This design comes from an exercise in tuning for small area, a short achievable clock period and few clock cycles per item on the open sky130 flow, not from production work.
In this exercise RTL edits were held to simulation tests only and were not proved equivalent to the original.

--- flow/design.v ---
`timescale 1ns / 1ps
package lfpd_pkg;
    localparam int DRIVE_MAX   = 1999;
    localparam int LAP_COUNTS  = 43000;
    localparam int ALERT_TICKS = 200;
    localparam int LOST_SHORT  = 30;
    localparam int LOST_MED    = 100;
    localparam int LOST_LONG   = 120;
    localparam int SCALE_SPLIT = (LOST_SHORT + LOST_MED) / 2;
    localparam int SCALE_NEAR  = 70;
    localparam int SCALE_FAR   = 50;
    localparam int INTEG_LIM   = 500;
    localparam int DRIVE_FLOOR = 100;
    localparam int GAIN_LIM    = 999;
    localparam int SENSOR_W = 8;
    localparam int DELTA_W  = 16;
    localparam int DRIVE_W  = 13;
    localparam int ERR_W    = 7;
    localparam int BASE_W   = 12;
    localparam int GAIN_W   = 10;
    localparam int CFG_IDX_W  = 3;
    localparam int CFG_DATA_W = 12;
    localparam int DIST_CAP   = 4 * LAP_COUNTS;
    localparam int DIST_W     = 18;   
    localparam int DIST_SUM_W = 18;   
    localparam int MUL_W  = 20;
    localparam int PROD_W = 2 * MUL_W;
    localparam int SHIFT_CNT  = 16;
    localparam int SHIFT10    = 19;
    localparam int SHIFT10K   = 32;
    localparam int SHIFT100   = 26;
    localparam longint RECIP10   = ((64'd1 << SHIFT10) + 9) / 10;
    localparam longint RECIP10K  = ((64'd1 << SHIFT10K) + 9999) / 10000;
    localparam longint RECIP100  = ((64'd1 << SHIFT100) + 99) / 100;
    typedef enum logic [CFG_IDX_W-1:0] {
        CFG_BASE_DRIVE   = 3'd0,
        CFG_GAIN_P       = 3'd1,
        CFG_GAIN_I       = 3'd2,
        CFG_GAIN_D       = 3'd3,
        CFG_TWO_LAP_MODE = 3'd4
    } cfg_index_t;
    typedef enum logic [1:0] {
        ST_ON_LINE = 2'd0,
        ST_SHORT   = 2'd1,
        ST_MEDIUM  = 2'd2,
        ST_LONG    = 2'd3
    } line_status_t;
    function automatic logic signed [ERR_W-1:0] sensor_weight(input int i);
        logic signed [ERR_W-1:0] w;
        case (i)
            0:       w = -7'sd40;
            1:       w = -7'sd28;
            2:       w = -7'sd20;
            3:       w = -7'sd15;
            4:       w = 7'sd15;
            5:       w = 7'sd20;
            6:       w = 7'sd28;
            default: w = 7'sd40;
        endcase
        sensor_weight = w;
    endfunction
    function automatic logic [SHIFT_CNT:0] cnt_recip(input logic [3:0] cnt);
        logic [SHIFT_CNT:0] r;
        unique case (cnt)
            4'd1:    r = 17'd65536;
            4'd2:    r = 17'd32768;
            4'd3:    r = 17'd21846;
            4'd4:    r = 17'd16384;
            4'd5:    r = 17'd13108;
            4'd6:    r = 17'd10923;
            4'd7:    r = 17'd9363;
            4'd8:    r = 17'd8192;
            default: r = 17'd0;
        endcase
        cnt_recip = r;
    endfunction
endpackage
`timescale 1ns / 1ps
module lfpd_mul (
    input  logic                         clk,
    input  logic [lfpd_pkg::MUL_W-1:0]   op_a,
    input  logic [lfpd_pkg::MUL_W-1:0]   op_b,
    output logic [lfpd_pkg::PROD_W-1:0]  prod
);
    logic [lfpd_pkg::PROD_W-1:0] prod_reg;
    always_ff @(posedge clk)
    begin
        prod_reg <= lfpd_pkg::PROD_W'(op_a) * lfpd_pkg::PROD_W'(op_b);
    end
    assign prod = prod_reg;
endmodule
`timescale 1ns / 1ps
module line_follow_pid_drive_core (
    input  logic                                 clk,
    input  logic                                 rst_n,
    input  logic                                 cfg_we,
    input  logic [lfpd_pkg::CFG_IDX_W-1:0]       cfg_index,
    input  logic [lfpd_pkg::CFG_DATA_W-1:0]      cfg_data,
    input  logic                                 in_valid,
    output logic                                 in_ready,
    input  logic [lfpd_pkg::SENSOR_W-1:0]        in_sensor_bits,
    input  logic                                 in_read_failed,
    input  logic signed [lfpd_pkg::DELTA_W-1:0]  in_left_delta,
    input  logic signed [lfpd_pkg::DELTA_W-1:0]  in_right_delta,
    output logic                                 out_valid,
    input  logic                                 out_ready,
    output logic signed [lfpd_pkg::DRIVE_W-1:0]  out_left_drive,
    output logic signed [lfpd_pkg::DRIVE_W-1:0]  out_right_drive,
    output logic                                 out_motor_stop,
    output logic [1:0]                           out_line_status,
    output logic                                 out_run_finished,
    output logic                                 out_alert_on,
    output logic                                 out_notify_stop,
    output logic signed [lfpd_pkg::ERR_W-1:0]    out_line_error
);
    function automatic logic signed [6:0] sensor_avg(input logic [7:0] b);
        logic signed [6:0] v;
        case (b)
            8'd0: v = 7'sd0;
            8'd1: v = 7'sd5;
            8'd2: v = 7'sd4;
            8'd3: v = 7'sd11;
            8'd4: v = 7'sd2;
            8'd5: v = 7'sd10;
            8'd6: v = 7'sd8;
            8'd7: v = 7'sd17;
            8'd8: v = 7'sd2;
            8'd9: v = 7'sd9;
            8'd10: v = 7'sd7;
            8'd11: v = 7'sd16;
            8'd12: v = 7'sd5;
            8'd13: v = 7'sd15;
            8'd14: v = 7'sd12;
            8'd15: v = 7'sd25;
            8'd16: v = -7'sd2;
            8'd17: v = 7'sd4;
            8'd18: v = 7'sd2;
            8'd19: v = 7'sd10;
            8'd20: v = 7'sd0;
            8'd21: v = 7'sd9;
            8'd22: v = 7'sd6;
            8'd23: v = 7'sd18;
            8'd24: v = 7'sd0;
            8'd25: v = 7'sd8;
            8'd26: v = 7'sd5;
            8'd27: v = 7'sd17;
            8'd28: v = 7'sd4;
            8'd29: v = 7'sd15;
            8'd30: v = 7'sd12;
            8'd31: v = 7'sd29;
            8'd32: v = -7'sd2;
            8'd33: v = 7'sd3;
            8'd34: v = 7'sd1;
            8'd35: v = 7'sd9;
            8'd36: v = 7'sd0;
            8'd37: v = 7'sd8;
            8'd38: v = 7'sd5;
            8'd39: v = 7'sd17;
            8'd40: v = 7'sd0;
            8'd41: v = 7'sd7;
            8'd42: v = 7'sd4;
            8'd43: v = 7'sd15;
            8'd44: v = 7'sd3;
            8'd45: v = 7'sd13;
            8'd46: v = 7'sd10;
            8'd47: v = 7'sd27;
            8'd48: v = -7'sd5;
            8'd49: v = 7'sd1;
            8'd50: v = -7'sd1;
            8'd51: v = 7'sd8;
            8'd52: v = -7'sd3;
            8'd53: v = 7'sd6;
            8'd54: v = 7'sd3;
            8'd55: v = 7'sd17;
            8'd56: v = -7'sd4;
            8'd57: v = 7'sd5;
            8'd58: v = 7'sd2;
            8'd59: v = 7'sd16;
            8'd60: v = 7'sd0;
            8'd61: v = 7'sd13;
            8'd62: v = 7'sd9;
            8'd63: v = 7'sd34;
            8'd64: v = -7'sd4;
            8'd65: v = 7'sd2;
            8'd66: v = 7'sd0;
            8'd67: v = 7'sd8;
            8'd68: v = -7'sd1;
            8'd69: v = 7'sd6;
            8'd70: v = 7'sd4;
            8'd71: v = 7'sd15;
            8'd72: v = -7'sd2;
            8'd73: v = 7'sd5;
            8'd74: v = 7'sd3;
            8'd75: v = 7'sd13;
            8'd76: v = 7'sd1;
            8'd77: v = 7'sd11;
            8'd78: v = 7'sd8;
            8'd79: v = 7'sd25;
            8'd80: v = -7'sd7;
            8'd81: v = 7'sd0;
            8'd82: v = -7'sd3;
            8'd83: v = 7'sd6;
            8'd84: v = -7'sd4;
            8'd85: v = 7'sd4;
            8'd86: v = 7'sd1;
            8'd87: v = 7'sd15;
            8'd88: v = -7'sd5;
            8'd89: v = 7'sd3;
            8'd90: v = 7'sd0;
            8'd91: v = 7'sd13;
            8'd92: v = -7'sd2;
            8'd93: v = 7'sd10;
            8'd94: v = 7'sd6;
            8'd95: v = 7'sd30;
            8'd96: v = -7'sd8;
            8'd97: v = -7'sd1;
            8'd98: v = -7'sd4;
            8'd99: v = 7'sd5;
            8'd100: v = -7'sd5;
            8'd101: v = 7'sd3;
            8'd102: v = 7'sd0;
            8'd103: v = 7'sd13;
            8'd104: v = -7'sd6;
            8'd105: v = 7'sd1;
            8'd106: v = -7'sd1;
            8'd107: v = 7'sd11;
            8'd108: v = -7'sd3;
            8'd109: v = 7'sd9;
            8'd110: v = 7'sd5;
            8'd111: v = 7'sd27;
            8'd112: v = -7'sd12;
            8'd113: v = -7'sd5;
            8'd114: v = -7'sd8;
            8'd115: v = 7'sd1;
            8'd116: v = -7'sd10;
            8'd117: v = -7'sd1;
            8'd118: v = -7'sd5;
            8'd119: v = 7'sd12;
            8'd120: v = -7'sd12;
            8'd121: v = -7'sd2;
            8'd122: v = -7'sd6;
            8'd123: v = 7'sd10;
            8'd124: v = -7'sd9;
            8'd125: v = 7'sd6;
            8'd126: v = 7'sd0;
            8'd127: v = 7'sd40;
            8'd128: v = -7'sd5;
            8'd129: v = 7'sd0;
            8'd130: v = -7'sd2;
            8'd131: v = 7'sd5;
            8'd132: v = -7'sd3;
            8'd133: v = 7'sd4;
            8'd134: v = 7'sd1;
            8'd135: v = 7'sd12;
            8'd136: v = -7'sd4;
            8'd137: v = 7'sd3;
            8'd138: v = 7'sd0;
            8'd139: v = 7'sd10;
            8'd140: v = -7'sd1;
            8'd141: v = 7'sd8;
            8'd142: v = 7'sd5;
            8'd143: v = 7'sd21;
            8'd144: v = -7'sd9;
            8'd145: v = -7'sd3;
            8'd146: v = -7'sd5;
            8'd147: v = 7'sd3;
            8'd148: v = -7'sd7;
            8'd149: v = 7'sd1;
            8'd150: v = -7'sd1;
            8'd151: v = 7'sd11;
            8'd152: v = -7'sd8;
            8'd153: v = 7'sd0;
            8'd154: v = -7'sd3;
            8'd155: v = 7'sd9;
            8'd156: v = -7'sd5;
            8'd157: v = 7'sd6;
            8'd158: v = 7'sd2;
            8'd159: v = 7'sd24;
            8'd160: v = -7'sd10;
            8'd161: v = -7'sd4;
            8'd162: v = -7'sd6;
            8'd163: v = 7'sd2;
            8'd164: v = -7'sd8;
            8'd165: v = 7'sd0;
            8'd166: v = -7'sd3;
            8'd167: v = 7'sd9;
            8'd168: v = -7'sd9;
            8'd169: v = -7'sd1;
            8'd170: v = -7'sd4;
            8'd171: v = 7'sd7;
            8'd172: v = -7'sd6;
            8'd173: v = 7'sd5;
            8'd174: v = 7'sd1;
            8'd175: v = 7'sd21;
            8'd176: v = -7'sd15;
            8'd177: v = -7'sd8;
            8'd178: v = -7'sd11;
            8'd179: v = -7'sd2;
            8'd180: v = -7'sd13;
            8'd181: v = -7'sd5;
            8'd182: v = -7'sd9;
            8'd183: v = 7'sd6;
            8'd184: v = -7'sd15;
            8'd185: v = -7'sd6;
            8'd186: v = -7'sd10;
            8'd187: v = 7'sd4;
            8'd188: v = -7'sd13;
            8'd189: v = 7'sd0;
            8'd190: v = -7'sd6;
            8'd191: v = 7'sd28;
            8'd192: v = -7'sd11;
            8'd193: v = -7'sd5;
            8'd194: v = -7'sd8;
            8'd195: v = 7'sd0;
            8'd196: v = -7'sd9;
            8'd197: v = -7'sd2;
            8'd198: v = -7'sd5;
            8'd199: v = 7'sd6;
            8'd200: v = -7'sd10;
            8'd201: v = -7'sd3;
            8'd202: v = -7'sd6;
            8'd203: v = 7'sd5;
            8'd204: v = -7'sd8;
            8'd205: v = 7'sd2;
            8'd206: v = -7'sd1;
            8'd207: v = 7'sd17;
            8'd208: v = -7'sd16;
            8'd209: v = -7'sd10;
            8'd210: v = -7'sd13;
            8'd211: v = -7'sd5;
            8'd212: v = -7'sd15;
            8'd213: v = -7'sd7;
            8'd214: v = -7'sd11;
            8'd215: v = 7'sd2;
            8'd216: v = -7'sd17;
            8'd217: v = -7'sd9;
            8'd218: v = -7'sd13;
            8'd219: v = 7'sd0;
            8'd220: v = -7'sd16;
            8'd221: v = -7'sd4;
            8'd222: v = -7'sd10;
            8'd223: v = 7'sd20;
            8'd224: v = -7'sd17;
            8'd225: v = -7'sd12;
            8'd226: v = -7'sd15;
            8'd227: v = -7'sd6;
            8'd228: v = -7'sd17;
            8'd229: v = -7'sd9;
            8'd230: v = -7'sd13;
            8'd231: v = 7'sd0;
            8'd232: v = -7'sd18;
            8'd233: v = -7'sd11;
            8'd234: v = -7'sd15;
            8'd235: v = -7'sd2;
            8'd236: v = -7'sd17;
            8'd237: v = -7'sd6;
            8'd238: v = -7'sd12;
            8'd239: v = 7'sd15;
            8'd240: v = -7'sd25;
            8'd241: v = -7'sd21;
            8'd242: v = -7'sd25;
            8'd243: v = -7'sd17;
            8'd244: v = -7'sd27;
            8'd245: v = -7'sd21;
            8'd246: v = -7'sd27;
            8'd247: v = -7'sd15;
            8'd248: v = -7'sd29;
            8'd249: v = -7'sd24;
            8'd250: v = -7'sd30;
            8'd251: v = -7'sd20;
            8'd252: v = -7'sd34;
            8'd253: v = -7'sd28;
            8'd254: v = -7'sd40;
            8'd255: v = 7'sd0;
            default: v = 7'sd0;
        endcase
        sensor_avg = v;
    endfunction
    function automatic logic [13:0] iq_scale(input logic [5:0] x);
        logic [13:0] v;
        case (x)
            6'd0: v = {7'h00, 7'h00};
            6'd1: v = {7'h7f, 7'h00};
            6'd2: v = {7'h7e, 7'h01};
            6'd3: v = {7'h7d, 7'h02};
            6'd4: v = {7'h7d, 7'h02};
            6'd5: v = {7'h7c, 7'h03};
            6'd6: v = {7'h7b, 7'h04};
            6'd7: v = {7'h7b, 7'h04};
            6'd8: v = {7'h7a, 7'h05};
            6'd9: v = {7'h79, 7'h06};
            6'd10: v = {7'h79, 7'h07};
            6'd11: v = {7'h78, 7'h07};
            6'd12: v = {7'h77, 7'h08};
            6'd13: v = {7'h76, 7'h09};
            6'd14: v = {7'h76, 7'h09};
            6'd15: v = {7'h75, 7'h0a};
            6'd16: v = {7'h74, 7'h0b};
            6'd17: v = {7'h74, 7'h0b};
            6'd18: v = {7'h73, 7'h0c};
            6'd19: v = {7'h72, 7'h0d};
            6'd20: v = {7'h72, 7'h0e};
            6'd21: v = {7'h71, 7'h0e};
            6'd22: v = {7'h70, 7'h0f};
            6'd23: v = {7'h6f, 7'h10};
            6'd24: v = {7'h6f, 7'h10};
            6'd25: v = {7'h6e, 7'h11};
            6'd26: v = {7'h6d, 7'h12};
            6'd27: v = {7'h6d, 7'h12};
            6'd28: v = {7'h6c, 7'h13};
            6'd29: v = {7'h6b, 7'h14};
            6'd30: v = {7'h6b, 7'h15};
            6'd31: v = {7'h6a, 7'h15};
            6'd32: v = {7'h69, 7'h16};
            6'd33: v = {7'h68, 7'h17};
            6'd34: v = {7'h68, 7'h17};
            6'd35: v = {7'h67, 7'h18};
            6'd36: v = {7'h66, 7'h19};
            6'd37: v = {7'h66, 7'h19};
            6'd38: v = {7'h65, 7'h1a};
            6'd39: v = {7'h64, 7'h1b};
            6'd40: v = {7'h64, 7'h1c};
            6'd41: v = {7'h63, 7'h1c};
            6'd42: v = {7'h62, 7'h1d};
            6'd43: v = {7'h61, 7'h1e};
            6'd44: v = {7'h61, 7'h1e};
            6'd45: v = {7'h60, 7'h1f};
            6'd46: v = {7'h5f, 7'h20};
            6'd47: v = {7'h5f, 7'h20};
            6'd48: v = {7'h5e, 7'h21};
            6'd49: v = {7'h5d, 7'h22};
            6'd50: v = {7'h5d, 7'h23};
            6'd51: v = {7'h5c, 7'h23};
            6'd52: v = {7'h5b, 7'h24};
            6'd53: v = {7'h5a, 7'h25};
            6'd54: v = {7'h5a, 7'h25};
            6'd55: v = {7'h59, 7'h26};
            6'd56: v = {7'h58, 7'h27};
            6'd57: v = {7'h58, 7'h27};
            6'd58: v = {7'h57, 7'h28};
            6'd59: v = {7'h56, 7'h29};
            6'd60: v = {7'h56, 7'h2a};
            6'd61: v = {7'h55, 7'h2a};
            6'd62: v = {7'h54, 7'h2b};
            6'd63: v = {7'h53, 7'h2c};
            default: v = 14'd0;
        endcase
        iq_scale = v;
    endfunction
    function automatic logic [9:0] rem_adj(input logic [7:0] r);
        logic [9:0] v;
        case (r)
            8'd0: v = {5'h00, 5'h00};
            8'd1: v = {5'h01, 5'h00};
            8'd2: v = {5'h01, 5'h00};
            8'd3: v = {5'h01, 5'h00};
            8'd4: v = {5'h01, 5'h00};
            8'd5: v = {5'h01, 5'h00};
            8'd6: v = {5'h01, 5'h00};
            8'd7: v = {5'h01, 5'h00};
            8'd8: v = {5'h01, 5'h00};
            8'd9: v = {5'h01, 5'h00};
            8'd10: v = {5'h01, 5'h01};
            8'd11: v = {5'h02, 5'h01};
            8'd12: v = {5'h02, 5'h01};
            8'd13: v = {5'h02, 5'h01};
            8'd14: v = {5'h02, 5'h01};
            8'd15: v = {5'h02, 5'h01};
            8'd16: v = {5'h02, 5'h01};
            8'd17: v = {5'h02, 5'h01};
            8'd18: v = {5'h02, 5'h01};
            8'd19: v = {5'h02, 5'h01};
            8'd20: v = {5'h02, 5'h02};
            8'd21: v = {5'h03, 5'h02};
            8'd22: v = {5'h03, 5'h02};
            8'd23: v = {5'h03, 5'h02};
            8'd24: v = {5'h03, 5'h02};
            8'd25: v = {5'h03, 5'h02};
            8'd26: v = {5'h03, 5'h02};
            8'd27: v = {5'h03, 5'h02};
            8'd28: v = {5'h03, 5'h02};
            8'd29: v = {5'h03, 5'h02};
            8'd30: v = {5'h03, 5'h03};
            8'd31: v = {5'h04, 5'h03};
            8'd32: v = {5'h04, 5'h03};
            8'd33: v = {5'h04, 5'h03};
            8'd34: v = {5'h04, 5'h03};
            8'd35: v = {5'h04, 5'h03};
            8'd36: v = {5'h04, 5'h03};
            8'd37: v = {5'h04, 5'h03};
            8'd38: v = {5'h04, 5'h03};
            8'd39: v = {5'h04, 5'h03};
            8'd40: v = {5'h04, 5'h04};
            8'd41: v = {5'h05, 5'h04};
            8'd42: v = {5'h05, 5'h04};
            8'd43: v = {5'h05, 5'h04};
            8'd44: v = {5'h05, 5'h04};
            8'd45: v = {5'h05, 5'h04};
            8'd46: v = {5'h05, 5'h04};
            8'd47: v = {5'h05, 5'h04};
            8'd48: v = {5'h05, 5'h04};
            8'd49: v = {5'h05, 5'h04};
            8'd50: v = {5'h05, 5'h05};
            8'd51: v = {5'h06, 5'h05};
            8'd52: v = {5'h06, 5'h05};
            8'd53: v = {5'h06, 5'h05};
            8'd54: v = {5'h06, 5'h05};
            8'd55: v = {5'h06, 5'h05};
            8'd56: v = {5'h06, 5'h05};
            8'd57: v = {5'h06, 5'h05};
            8'd58: v = {5'h06, 5'h05};
            8'd59: v = {5'h06, 5'h05};
            8'd60: v = {5'h06, 5'h06};
            8'd61: v = {5'h07, 5'h06};
            8'd62: v = {5'h07, 5'h06};
            8'd63: v = {5'h07, 5'h06};
            8'd64: v = {5'h07, 5'h06};
            8'd65: v = {5'h07, 5'h06};
            8'd66: v = {5'h07, 5'h06};
            8'd67: v = {5'h07, 5'h06};
            8'd68: v = {5'h07, 5'h06};
            8'd69: v = {5'h07, 5'h06};
            8'd70: v = {5'h07, 5'h07};
            8'd71: v = {5'h08, 5'h07};
            8'd72: v = {5'h08, 5'h07};
            8'd73: v = {5'h08, 5'h07};
            8'd74: v = {5'h08, 5'h07};
            8'd75: v = {5'h08, 5'h07};
            8'd76: v = {5'h08, 5'h07};
            8'd77: v = {5'h08, 5'h07};
            8'd78: v = {5'h08, 5'h07};
            8'd79: v = {5'h08, 5'h07};
            8'd80: v = {5'h08, 5'h08};
            8'd81: v = {5'h09, 5'h08};
            8'd82: v = {5'h09, 5'h08};
            8'd83: v = {5'h09, 5'h08};
            8'd84: v = {5'h09, 5'h08};
            8'd85: v = {5'h09, 5'h08};
            8'd86: v = {5'h09, 5'h08};
            8'd87: v = {5'h09, 5'h08};
            8'd88: v = {5'h09, 5'h08};
            8'd89: v = {5'h09, 5'h08};
            8'd90: v = {5'h09, 5'h09};
            8'd91: v = {5'h0a, 5'h09};
            8'd92: v = {5'h0a, 5'h09};
            8'd93: v = {5'h0a, 5'h09};
            8'd94: v = {5'h0a, 5'h09};
            8'd95: v = {5'h0a, 5'h09};
            8'd96: v = {5'h0a, 5'h09};
            8'd97: v = {5'h0a, 5'h09};
            8'd98: v = {5'h0a, 5'h09};
            8'd99: v = {5'h0a, 5'h09};
            8'd226: v = {5'h1d, 5'h1d};
            8'd227: v = {5'h1e, 5'h1d};
            8'd228: v = {5'h1e, 5'h1d};
            8'd229: v = {5'h1e, 5'h1d};
            8'd230: v = {5'h1e, 5'h1d};
            8'd231: v = {5'h1e, 5'h1d};
            8'd232: v = {5'h1e, 5'h1d};
            8'd233: v = {5'h1e, 5'h1d};
            8'd234: v = {5'h1e, 5'h1d};
            8'd235: v = {5'h1e, 5'h1d};
            8'd236: v = {5'h1e, 5'h1e};
            8'd237: v = {5'h1f, 5'h1e};
            8'd238: v = {5'h1f, 5'h1e};
            8'd239: v = {5'h1f, 5'h1e};
            8'd240: v = {5'h1f, 5'h1e};
            8'd241: v = {5'h1f, 5'h1e};
            8'd242: v = {5'h1f, 5'h1e};
            8'd243: v = {5'h1f, 5'h1e};
            8'd244: v = {5'h1f, 5'h1e};
            8'd245: v = {5'h1f, 5'h1e};
            8'd246: v = {5'h1f, 5'h1f};
            8'd247: v = {5'h00, 5'h1f};
            8'd248: v = {5'h00, 5'h1f};
            8'd249: v = {5'h00, 5'h1f};
            8'd250: v = {5'h00, 5'h1f};
            8'd251: v = {5'h00, 5'h1f};
            8'd252: v = {5'h00, 5'h1f};
            8'd253: v = {5'h00, 5'h1f};
            8'd254: v = {5'h00, 5'h1f};
            8'd255: v = {5'h00, 5'h1f};
            default: v = 10'd0;
        endcase
        rem_adj = v;
    endfunction
    logic        cfg_we_0;
    logic [2:0]  cfg_index_0;
    logic [11:0] cfg_data_0;
    logic        cfg_we_r;
    logic [2:0]  cfg_index_r;
    logic [10:0] cfg_val_r;     
    logic [7:0]  cfg_q5_r;      
    logic        cfg_big;
    logic [9:0]  cfg_gain;
    logic [17:0] cfg_g205;
    assign cfg_big  = (cfg_data_0[9:0] > 10'd999);
    assign cfg_gain = cfg_big ? 10'd999 : cfg_data_0[9:0];
    assign cfg_g205 = 18'(cfg_data_0[9:0]) * 18'd205;     
    always_ff @(posedge clk or negedge rst_n)
    begin
        if (!rst_n)
        begin
            cfg_we_0 <= 1'b0;
            cfg_we_r <= 1'b0;
        end
        else
        begin
            cfg_we_0 <= cfg_we;
            cfg_we_r <= cfg_we_0;
        end
    end
    always_ff @(posedge clk)
    begin
        cfg_index_0 <= cfg_index;
        cfg_data_0  <= cfg_data;
        cfg_index_r <= cfg_index_0;
        cfg_q5_r    <= cfg_big ? 8'd199 : cfg_g205[10 +: 8];
        if (cfg_index_0 == 3'd0)
            cfg_val_r <= (cfg_data_0 > 12'd1999) ? 11'd1999 : cfg_data_0[10:0];
        else
            cfg_val_r <= {1'b0, cfg_gain};
    end
    logic [10:0] base_reg;
    logic [15:0] fp_reg;    
    logic [9:0]  gi_reg;
    logic [16:0] fd_reg;    
    logic        two_lap_reg;
    logic [2:0]  g_r5;      
    logic [15:0] g_s;       
    assign g_r5 = 3'(cfg_val_r[2:0] - 3'(cfg_q5_r[2:0] * 3'd5));
    assign g_s  = 16'(cfg_val_r[9:0]) * 16'd51 + 16'(cfg_q5_r);
    always_ff @(posedge clk or negedge rst_n)
    begin
        if (!rst_n)
            two_lap_reg <= 1'b0;
        else if (cfg_we_0 && cfg_index_0 == 3'd4)
            two_lap_reg <= cfg_data_0[0];
    end
    always_ff @(posedge clk or negedge rst_n)
    begin
        if (!rst_n)
        begin
            base_reg    <= 11'd700;
            fp_reg      <= 16'd3073;
            gi_reg      <= 10'd3;
            fd_reg      <= 17'd4097;
        end
        else if (cfg_we_r)
        begin
            case (cfg_index_r)
                3'd0: base_reg    <= cfg_val_r;
                3'd1: fp_reg      <= g_s + 16'd1;
                3'd2: gi_reg      <= cfg_val_r[9:0];
                3'd3: fd_reg      <= {g_s, 1'b1} + 17'(g_r5 >= 3'd3);
                default: ;
            endcase
        end
    end
    logic out_valid_reg;
    logic adv;
    assign adv      = !out_valid_reg || out_ready;
    assign in_ready = adv;
    logic               va;
    logic               white_a;
    logic signed [6:0]  calc_a;
    logic               fail_a;
    logic [16:0]        dsum_a;
    logic dl_neg;
    logic dr_neg;
    assign dl_neg = in_left_delta[15];
    assign dr_neg = in_right_delta[15];
    always_ff @(posedge clk or negedge rst_n)
    begin
        if (!rst_n)
            va <= 1'b0;
        else if (adv)
            va <= in_valid;
    end
    always_ff @(posedge clk)
    begin
        if (adv)
        begin
            white_a <= (in_sensor_bits == 8'hFF);
            calc_a  <= sensor_avg(in_sensor_bits);
            fail_a <= in_read_failed;
            dsum_a <= 17'(16'(in_left_delta) ^ {16{dl_neg}}) + 17'(16'(in_right_delta) ^ {16{dr_neg}})
                    + 17'(dl_neg) + 17'(dr_neg);
        end
    end
    logic signed [6:0]  h_reg;
    logic signed [9:0]  integ_reg;
    logic [6:0]         lost_reg;
    logic [17:0]        dist_reg;
    logic               started_reg;
    logic               done_reg;
    logic [7:0]         acnt_reg;
    logic               halted_reg;
    logic [6:0]         lost_inc;
    logic               long_loss;
    logic               status_short;
    logic [1:0]         status_n;
    logic signed [6:0]  err_n;
    logic [18:0]        dist_sum;
    logic [17:0]        dist_next;
    logic               lap1;
    logic               target_hit;
    logic               started_next;
    logic               done_next;
    logic [7:0]         acnt_next;
    logic [7:0]         acnt_inc;
    logic signed [10:0] integ_sum;
    logic signed [9:0]  integ_next;
    always_comb
    begin
        lost_inc     = lost_reg + 7'd1;
        long_loss    = white_a && (lost_inc >= 7'd120);
        status_short = (lost_inc < 7'd30);
        status_n     = !white_a ? 2'd0 : (status_short ? 2'd1 : 2'd2);
        err_n        = (white_a && status_short) ? h_reg : calc_a;
        dist_sum   = 19'(dist_reg) + 19'(dsum_a);
        dist_next  = (dist_sum > 19'd172000) ? 18'd172000 : dist_sum[17:0];
        lap1       = (dist_next >= 18'd43000);
        target_hit = two_lap_reg ? (dist_next >= 18'd86000) : lap1;
        acnt_inc     = acnt_reg + 8'd1;
        started_next = started_reg;
        done_next    = done_reg;
        acnt_next    = acnt_reg;
        if (two_lap_reg)
        begin
            if (started_reg && !done_reg)
            begin
                acnt_next = acnt_inc;
                if (acnt_inc >= 8'd200)
                    done_next = 1'b1;
            end
            if (!started_reg && lap1)
            begin
                started_next = 1'b1;
                acnt_next    = 8'd0;
            end
        end
        if (target_hit && started_next)
            done_next = 1'b1;
        integ_sum = 11'(integ_reg) + 11'(calc_a);
        if (integ_sum > 11'sd500)
            integ_next = 10'sd500;
        else if (integ_sum < -11'sd500)
            integ_next = -10'sd500;
        else
            integ_next = integ_sum[9:0];
    end
    logic               vb;
    logic               norm_b;      
    logic [1:0]         status_b;
    logic [5:0]         emag_b;      
    logic               eneg_b;
    logic [8:0]         imag_b;      
    logic               ineg_b;
    logic signed [9:0]  integ_new;
    logic               fin_b;
    logic               alert_b;
    logic [6:0]         dmag_b;      
    logic               dneg_b;
    logic signed [7:0]  diff_n;
    assign diff_n = 8'(err_n) - 8'(h_reg);
    assign integ_new = (va && !halted_reg && !fail_a && !white_a && !target_hit)
                     ? integ_next : integ_reg;
    always_ff @(posedge clk or negedge rst_n)
    begin
        if (!rst_n)
        begin
            vb          <= 1'b0;
            h_reg       <= '0;
            integ_reg   <= '0;
            lost_reg    <= '0;
            dist_reg    <= '0;
            started_reg <= 1'b0;
            done_reg    <= 1'b0;
            acnt_reg    <= '0;
            halted_reg  <= 1'b0;
        end
        else if (adv)
        begin
            vb <= va;
            if (va && !halted_reg && !fail_a)
            begin
                if (long_loss)
                begin
                    lost_reg   <= lost_inc;
                    halted_reg <= 1'b1;
                end
                else
                begin
                    lost_reg    <= white_a ? lost_inc : 7'd0;
                    dist_reg    <= dist_next;
                    started_reg <= started_next;
                    done_reg    <= done_next;
                    acnt_reg    <= acnt_next;
                    if (target_hit)
                        halted_reg <= 1'b1;
                    else if (!white_a)
                    begin
                        integ_reg <= integ_next;
                        h_reg     <= calc_a;
                    end
                end
            end
        end
    end
    always_ff @(posedge clk)
    begin
        if (adv)
        begin
            norm_b   <= 1'b0;
            status_b <= 2'd0;
            emag_b   <= '0;
            eneg_b   <= 1'b0;
            ineg_b   <= integ_new[9];
            imag_b   <= integ_new[9] ? 9'(-integ_new) : integ_new[8:0];
            fin_b    <= 1'b0;
            alert_b  <= started_reg && !done_reg;
            dneg_b   <= diff_n[7];
            dmag_b   <= diff_n[7] ? 7'(-diff_n) : diff_n[6:0];
            if (halted_reg)
                ;
            else if (fail_a || long_loss)
                status_b <= 2'd3;
            else
            begin
                status_b <= status_n;
                eneg_b   <= err_n[6];
                emag_b   <= err_n[6] ? 6'(-err_n) : err_n[5:0];
                alert_b  <= started_next && !done_next;
                if (target_hit)
                    fin_b    <= 1'b1;
                else
                    norm_b <= 1'b1;
            end
        end
    end
    logic [5:0]  e_mag;
    logic [8:0]  i_mag;
    logic [6:0]  d_mag;
    logic [21:0] p_prod;
    logic [18:0] i_prod;
    logic [23:0] d_prod;
    assign e_mag  = emag_b;
    assign i_mag  = imag_b;
    assign d_mag  = dmag_b;
    assign p_prod = 22'(fp_reg) * 22'(e_mag);
    assign i_prod = 19'(gi_reg) * 19'(i_mag);
    assign d_prod = 24'(fd_reg) * 24'(d_mag);
    logic               vc;
    logic               norm_c;
    logic [1:0]         status_c;
    logic signed [6:0]  err_c;
    logic               fin_c;
    logic               alert_c;
    logic               far_c;
    logic               pneg_c;
    logic               dneg_c;
    logic               ineg_c;
    logic [11:0]        pq_c;        
    logic [12:0]        dq_c;        
    logic [14:0]        iprod_c;     
    always_ff @(posedge clk or negedge rst_n)
    begin
        if (!rst_n)
            vc <= 1'b0;
        else if (adv)
            vc <= vb;
    end
    always_ff @(posedge clk)
    begin
        if (adv)
        begin
            norm_c   <= norm_b;
            status_c <= status_b;
            err_c    <= eneg_b ? -(7'(emag_b)) : 7'(emag_b);
            fin_c    <= fin_b;
            alert_c  <= alert_b;
            far_c    <= (lost_reg >= 7'd65);
            pneg_c   <= eneg_b;
            dneg_c   <= dneg_b;
            ineg_c   <= ineg_b;
            pq_c     <= p_prod[9 +: 12];
            dq_c     <= d_prod[10 +: 13];
            iprod_c  <= i_prod[18:4];
        end
    end
    logic [17:0] i_t;
    logic [5:0]  i_q;
    assign i_t = 18'({iprod_c, 3'b000}) - 18'({iprod_c, 1'b0}) + 18'(iprod_c[14:1])
               + 18'(iprod_c[14:4]) - 18'(iprod_c[14:7]) - 18'(iprod_c[14:10]);
    assign i_q = i_t[12 +: 6];
    logic [15:0] lp;
    logic [15:0] rp;
    logic [6:0]  iqs;       
    assign lp  = 16'(base_reg) + (16'(pq_c) ^ {16{pneg_c}}) + (16'(dq_c) ^ {16{dneg_c}})
               + 16'(pneg_c) + 16'(dneg_c);
    assign rp  = 16'(base_reg) + (16'(pq_c) ^ {16{!pneg_c}}) + (16'(dq_c) ^ {16{!dneg_c}})
               + 16'(!pneg_c) + 16'(!dneg_c);
    assign iqs = ineg_c ? -(7'(i_q)) : 7'(i_q);
    logic signed [6:0] qiu;
    logic signed [6:0] qin;
    assign {qin, qiu} = iq_scale(i_q);
    logic               ve;
    logic               norm_e;
    logic [1:0]         status_e;
    logic signed [6:0]  err_e;
    logic               fin_e;
    logic               alert_e;
    logic               far_e;
    logic [15:0]        lp_e;        
    logic [15:0]        rp_e;        
    logic signed [6:0]  iqs_e;       
    logic signed [6:0]  qil_e;       
    logic signed [6:0]  qir_e;       
    always_ff @(posedge clk or negedge rst_n)
    begin
        if (!rst_n)
            ve <= 1'b0;
        else if (adv)
            ve <= vc;
    end
    always_ff @(posedge clk)
    begin
        if (adv)
        begin
            norm_e   <= norm_c;
            status_e <= status_c;
            err_e    <= err_c;
            fin_e    <= fin_c;
            alert_e  <= alert_c;
            far_e    <= far_c;
            lp_e     <= lp;
            rp_e     <= rp;
            iqs_e    <= iqs;
            qil_e    <= ineg_c ? qin : qiu;
            qir_e    <= ineg_c ? qiu : qin;
        end
    end
    typedef struct packed {
        logic signed [15:0] sel;     
        logic               add1;    
        logic               s70;     
        logic               vneg;
        logic [7:0]         r7;      
    } scaled_t;
    function automatic scaled_t scale_step(input logic signed [15:0] p, input logic signed [6:0] iq,
                                           input logic signed [6:0] qi,
                                           input logic med, input logic far);
        logic signed [13:0] p14;
        logic signed [13:0] q0;
        logic signed [15:0] v;
        scaled_t s;
        v      = p + 16'(iq);
        p14    = p[13:0];
        q0     = (p14 >>> 1) + (p14 >>> 3) + (p14 >>> 4) + (p14 >>> 7) + (p14 >>> 8)
               + 14'(qi);
        s.vneg = v[15];
        s.r7   = 8'(v[7:0] * 8'd7);
        s.s70  = med && !far;
        s.add1 = med && far && v[15] && v[0];
        if (!med)
            s.sel = v;
        else if (far)
            s.sel = v >>> 1;
        else
            s.sel = 16'(q0);
        scale_step = s;
    endfunction
    logic               vf;
    logic               norm_f;
    logic [1:0]         status_f;
    logic signed [6:0]  err_f;
    logic               fin_f;
    logic               alert_f;
    scaled_t            ls_f;
    scaled_t            rs_f;
    logic med_e;
    assign med_e = (status_e == 2'd2);
    always_ff @(posedge clk or negedge rst_n)
    begin
        if (!rst_n)
            vf <= 1'b0;
        else if (adv)
            vf <= ve;
    end
    always_ff @(posedge clk)
    begin
        if (adv)
        begin
            norm_f   <= norm_e;
            status_f <= status_e;
            err_f    <= err_e;
            fin_f    <= fin_e;
            alert_f  <= alert_e;
            ls_f     <= scale_step(lp_e, iqs_e, qil_e, med_e, far_e);
            rs_f     <= scale_step(rp_e, -iqs_e, qir_e, med_e, far_e);
        end
    end
    function automatic logic signed [15:0] finish(input scaled_t s);
        logic [7:0]         r;
        logic signed [4:0]  adj_n;
        logic signed [4:0]  adj_p;
        logic signed [4:0]  adj;
        logic signed [6:0]  lo;
        logic [10:0]        hi;
        r = s.r7 - 8'(s.sel[7:0] * 8'd10);
        {adj_n, adj_p} = rem_adj(r);
        if (!s.s70)
            adj = {4'b0000, s.add1};
        else
            adj = s.vneg ? adj_n : adj_p;
        lo = signed'({2'b00, s.sel[4:0]}) + 7'(adj);
        if (lo[6])
            hi = s.sel[15:5] - 11'd1;
        else if (lo[5])
            hi = s.sel[15:5] + 11'd1;
        else
            hi = s.sel[15:5];
        finish = {hi, lo[4:0]};
    endfunction
    function automatic logic signed [12:0] limit(input logic signed [15:0] sv);
        logic signed [12:0] c;
        if (sv > 16'sd1999)
            c = 13'sd1999;
        else if (sv < -16'sd1999)
            c = -13'sd1999;
        else if (sv > 16'sd0 && sv < 16'sd100)
            c = 13'sd100;
        else
            c = sv[12:0];
        limit = c;
    endfunction
    logic signed [15:0] out_left_reg;
    logic signed [15:0] out_right_reg;
    logic               out_stop_reg;
    logic [1:0]         out_status_reg;
    logic               out_fin_reg;
    logic               out_alert_reg;
    logic signed [6:0]  out_err_reg;
    always_ff @(posedge clk or negedge rst_n)
    begin
        if (!rst_n)
            out_valid_reg <= 1'b0;
        else if (adv)
            out_valid_reg <= vf;
    end
    always_ff @(posedge clk)
    begin
        if (adv)
        begin
            out_left_reg   <= norm_f ? finish(ls_f) : 16'sd0;
            out_right_reg  <= norm_f ? finish(rs_f) : 16'sd0;
            out_stop_reg   <= !norm_f;
            out_status_reg <= status_f;
            out_fin_reg    <= fin_f;
            out_alert_reg  <= alert_f;
            out_err_reg    <= err_f;
        end
    end
    assign out_valid        = out_valid_reg;
    assign out_left_drive   = limit(out_left_reg);
    assign out_right_drive  = limit(out_right_reg);
    assign out_motor_stop   = out_stop_reg;
    assign out_line_status  = out_status_reg;
    assign out_run_finished = out_fin_reg;
    assign out_alert_on     = out_alert_reg;
    assign out_notify_stop  = out_fin_reg && !two_lap_reg;
    assign out_line_error   = out_err_reg;
endmodule
--- flow/flow/run.sh ---
#!/bin/bash
set -e
export SETUP_SLACK_MARGIN=6.5
export BUFFER_PORTS_ARGS="-buffer_cell sky130_fd_sc_hd__buf_2"
bash standard.sh > standard.log 2>&1
--- flow/standard.sh ---
#!/bin/bash
# synth_recipe.tcl (not shown) runs the flow's synth.tcl, then flattens the netlist and writes it again
# the make line also repeats each setting of config.mk as NAME=value (left out here)
make -C /OpenROAD-flow-scripts/flow DESIGN_CONFIG=/design/flow/config.mk WORK_HOME=/design/flow/orfs CLKGATE_MAP_FILE= SYNTH_SCRIPT=/design/flow/synth_recipe.tcl "${@:-finish}"
--- flow/config.mk ---
export PLATFORM = sky130hd
export DESIGN_NAME = line_follow_pid_drive_core
export DESIGN_NICKNAME = line_follow_pid_drive_core
export VERILOG_FILES = /design/flow/design.v
export SDC_FILE = /design/flow/constraint.sdc
export NUM_CORES = 4
export LEC_CHECK = 0
export ABC_AREA = 1
export CAP_MARGIN = 20
export CORE_MARGIN = 2
export CORE_UTILIZATION = 68
export SLEW_MARGIN = 20
--- flow/constraint.sdc ---
create_clock -name core_clock -period 12.0 [get_ports {clk}]
set_input_delay 2.4000 -clock core_clock [delete_from_list [all_inputs] [get_ports {clk}]]
set_output_delay 2.4000 -clock core_clock [all_outputs]
set_load 0.01 [all_outputs]
==> notes.md <==
## worst reg2reg max path, delay by kind of cell, from the launching register on
kind | cells | cell delay [ns]
simple gates | 12 | 1.37
buf+inv | 9 | 0.88
flops | 1 | 0.42
compound gates | 6 | 0.84
fa+ha+maj | 5 | 1.67
## synth_stat cells (all sizes together) (98+ instances only)
library cell / count
o21ai: 346
fa: 368
inv: 987
edfxtp: 287
a21oi: 310
nand3: 181
xnor2: 98
nor2: 317
clkbuf: 133
xor2: 216
dfrtp: 103
ha: 484
nand2: 1056
## through the flow
step / hold WS, ns
after floorplan: 0.331
after global placement: 0.362
after detailed placement: 0.366
after CTS: 0.376
after global routing: 0.384
final: 0.379
## path summary, 6_finish.rpt
kind | end | slack, ns | startpoint | depth (start not counted)
max | in_ready | 6.57 | out_ready | 5
min | cfg_index_r[2] | 0.38 | cfg_index_0[2] | 0
max reg2reg | out_right_reg[9] | 6.66 | rs_f[12] | 32
min reg2reg | cfg_index_r[2] | 0.38 | cfg_index_0[2] | 0
max in group asynchronous | dist_reg[7] | 8.81 | rst_n | 2
min in group asynchronous | cfg_we_0 | 1.84 | rst_n | 1
## final cells by class
cell class,count,area (um2),area share [%]
inverter,993,3780,7.68
tap,864,1080,2.20
multi-input combinational,3749,28600,58.2
timing repair inverter,3,43.8,0.0891
timing repair buffer,240,1690,3.43
clock buffer,67,1410,2.87
clock inverter,27,267,0.542
sequential,440,12300,25.0
## metal layers
metal / part of all wire, % / vias to the layer above
met1: 42 / 17400
li1: - / 17600
met2: 49 / 1241
met4: 3.3 / 4
met3: 5.8 / 270
met5: 0.021 / -
## cell families after synthesis
kind of cell / Yosys count
simple gates: 1693
buf+inv: 1140
compound gates: 887
fa+ha+maj: 852
flops: 440
xor+xnor: 314
mux: 1
## repair_timing
item                                   4_1_cts  5_1_grt
setup buffers                               23      100
resized for setup                           17      101
gates cloned                                 2        3
endpoints found under the hold margin        0        0
setup endpoints to repair                   36       55
pin swaps                                    6       20
==> metrics.md <==
| Metric | Value |
|---|---|
| Dpl hpwl | `approximately 82,000 um` |
| Worst-Skew Late Latency | `roughly 0.62 ns` |
| Inserted Clock Buffers | `50` |
| DP Worst Slack | `between 5 and 6 ns` |
| Clock transition at path regs | `0.06 ns` |
| Max Cap Viol | `0` |
| Post-Route Utilization | `about three quarters` |
| Most common cell after layout, fill and taps aside | `nand2_1` |
| Layout cells sized above 1 | `between 8 and 9%` |
| Synth Area in Compound Gates | `a little under an eighth` |
| Critical path's most frequent cell | `buf_2` |
| Via count | `about 36,000` |
| Max-slew violation count | `0` |
| Die width | `about 260 um` |
| Height of the die | `roughly 260 um` |
| Antenna-violating nets left | `0` |
| Top-area cell type share of the netlist area | `around a fifth` |
| Initial antenna violation count | `4` |
| Nets | `roughly 6,400` |
| Distinct cells, synth | `70` |
| Maximum number of pins on one net before global-route repair | `88` |
| Critical Path RT | `approximately 9.6 ns` |
| Yosys reg bits | `440` |
| Measured slew at the worst slew-check pin | `about 1.1 ns` |
| Worst setup path category | `in2out` |
| GRT met3 Usage | `about 3.7%` |
| Fin worst setup slack | `6.57 ns` |
| Post-synth top area cell | `edfxtp_1` |
| Final Cycle Share | `about 45%` |
| Arrival time at the worst endpoint | `3.03 ns` |
| Max FFs per register | `27` |
| Number of global-route vias before repair | `approximately 35,000` |
| Vias per cell | `between 5 and 6` |
| Crit path time final | `around 5.4 ns` |
| Remaining Overflow, GRT | `0` |
| Post-synthesis adder-cell area fraction | `30.0%` |
| Core ar. | `roughly 0.066 mm2` |
| DR pass1 iterations | `8` |
| RSZ-0062 raised after global routing | `false` |
| CTS tree | `done` |
| CTS Buffer Depth | `3` |
| Most Crowded Layer GR | `met2` |
| Non-filler instance count after layout | `roughly 6,400` |
| Critical Path Sink Type | `primary output` |
| Placed Cells incl. Taps | `~6,200` |
| # setup viols final | `0` |
| Main flop type after synthesis | `edfxtp_1` |
| XOR/XNOR share of the synthesized area | `between 6 and 7%` |
| CP startpoint kind | `input port` |
| Met2 GRT Util | `roughly 54%` |
| Buffers added on ports | `between 100 and 150` |
| First-pass GRT wire length | `~170,000 um` |
| Main combinational cell family by area after synthesis | `adder cells` |
| Wirelength per Cell | `roughly 17 um` |
| Synthesized-area fraction occupied by and/or/nand/nor cells | `roughly 16%` |
| Sequential-to-total area share from yosys stat | `approximately 27%` |
| Run status | `finished clean` |
| Htree depth | `2` |
| Final Hold Viols | `0` |
| Worst Skew | `0.0347 ns` |
| Boundary Pins | `102` |
| Synth area leaders | `edfxtp_1 (19%), fa_1 (16%), ha_1 (14%)` |
| CTS sink cnt | `440` |
| Final setup TNS | `0 ns` |
| Post-CTS Hold Buffers | `0` |
| Final GP Congestion | `between 0.9 and 1` |
| Post-synthesis mux area share | `0.0251%` |
| Drt total wl | `roughly 110,000 um` |
| Post-synth EDFFs | `287` |
| Crit-path max FO | `16` |
| Syn Area/Cell | `8.41 um2` |
| Top delay family on crit path | `buffers and inverters` |
| CP Cell Sequence | `buf_2, nor2_4, buf_12, clkinv_16, buf_2` |
| Syn-to-layout area delta | `9.65%` |
| Die Area | `around 0.068 mm2` |
| Area of placed instances | `0.0460 mm2` |
| Met1 Usage GRT | `a little over two fifths` |
| Post-synthesis net count | `about 6,200` |
| Initial Util | `68.4%` |
| Worst rel slew slack | `a little over a quarter` |
| GRT Total Usage | `a little under a third` |
| Most frequent cells in the layout | `nand2_1 (1,030), inv_1 (970), ha_1 (483)` |
| FMAX | `0.184 GHz` |
| Ant diodes | `0` |
| Clock Tree Root | `clkbuf_16` |
| Min-delay worst type | `reg2reg` |
| Crit path max-delay cell type | `buf_2` |
| Slowest cell delay on critical path | `between 0.15 and 0.2 ns` |
| Cell Area, Synth | `0.0448 mm2` |
| Crit path buf inv count | `4` |
| Design Area, Final | `~0.05 mm2` |
| Asr flop ratio synth | `between 20% and 30%` |
| Synthesized instance count | `approximately 5,300` |
| Initial DRC count | `a little under 3,000` |
| Row count | `94` |
| DRC | `0` |
| YS warnings | `1` |
| # fillers | `between 4,000 and 5,000` |
Testbench counts, summed over its fixed seeds: cycles 3,530, items 3,482.

## afterwards: timing with drivers on the ports
How much do the figures lean on ideal ports? The routed layout below was timed once more, with nothing changed but the port constraints.
Step 1 (the two cells are an assumption about what drives the block):
set clk [get_ports {clk}]
set_driving_cell -lib_cell sky130_fd_sc_hd__clkbuf_16 $clk
set_driving_cell -lib_cell sky130_fd_sc_hd__buf_2 [delete_from_list [all_inputs] $clk]
Step 2 adds t to the input delays and takes it off the output delays; t is the mean of the earliest and latest rising clock arrival at the registers after step 1. Input paths then give back, and output paths get back, about the clock's delay inside the block.
a / b / c = ideal ports / drivers / drivers and shift; a / b = the first two.
shift t [ns]: 0.669
slack for setup (ns): 6.568 / 6.549 / 6.163
worst register clock-pin slew, ns: 0.07 / 0.07
After both steps setup and hold are still met in this run. The setup slack of this run moves by -0.019 ns with the drivers and by -0.405 ns with both steps.
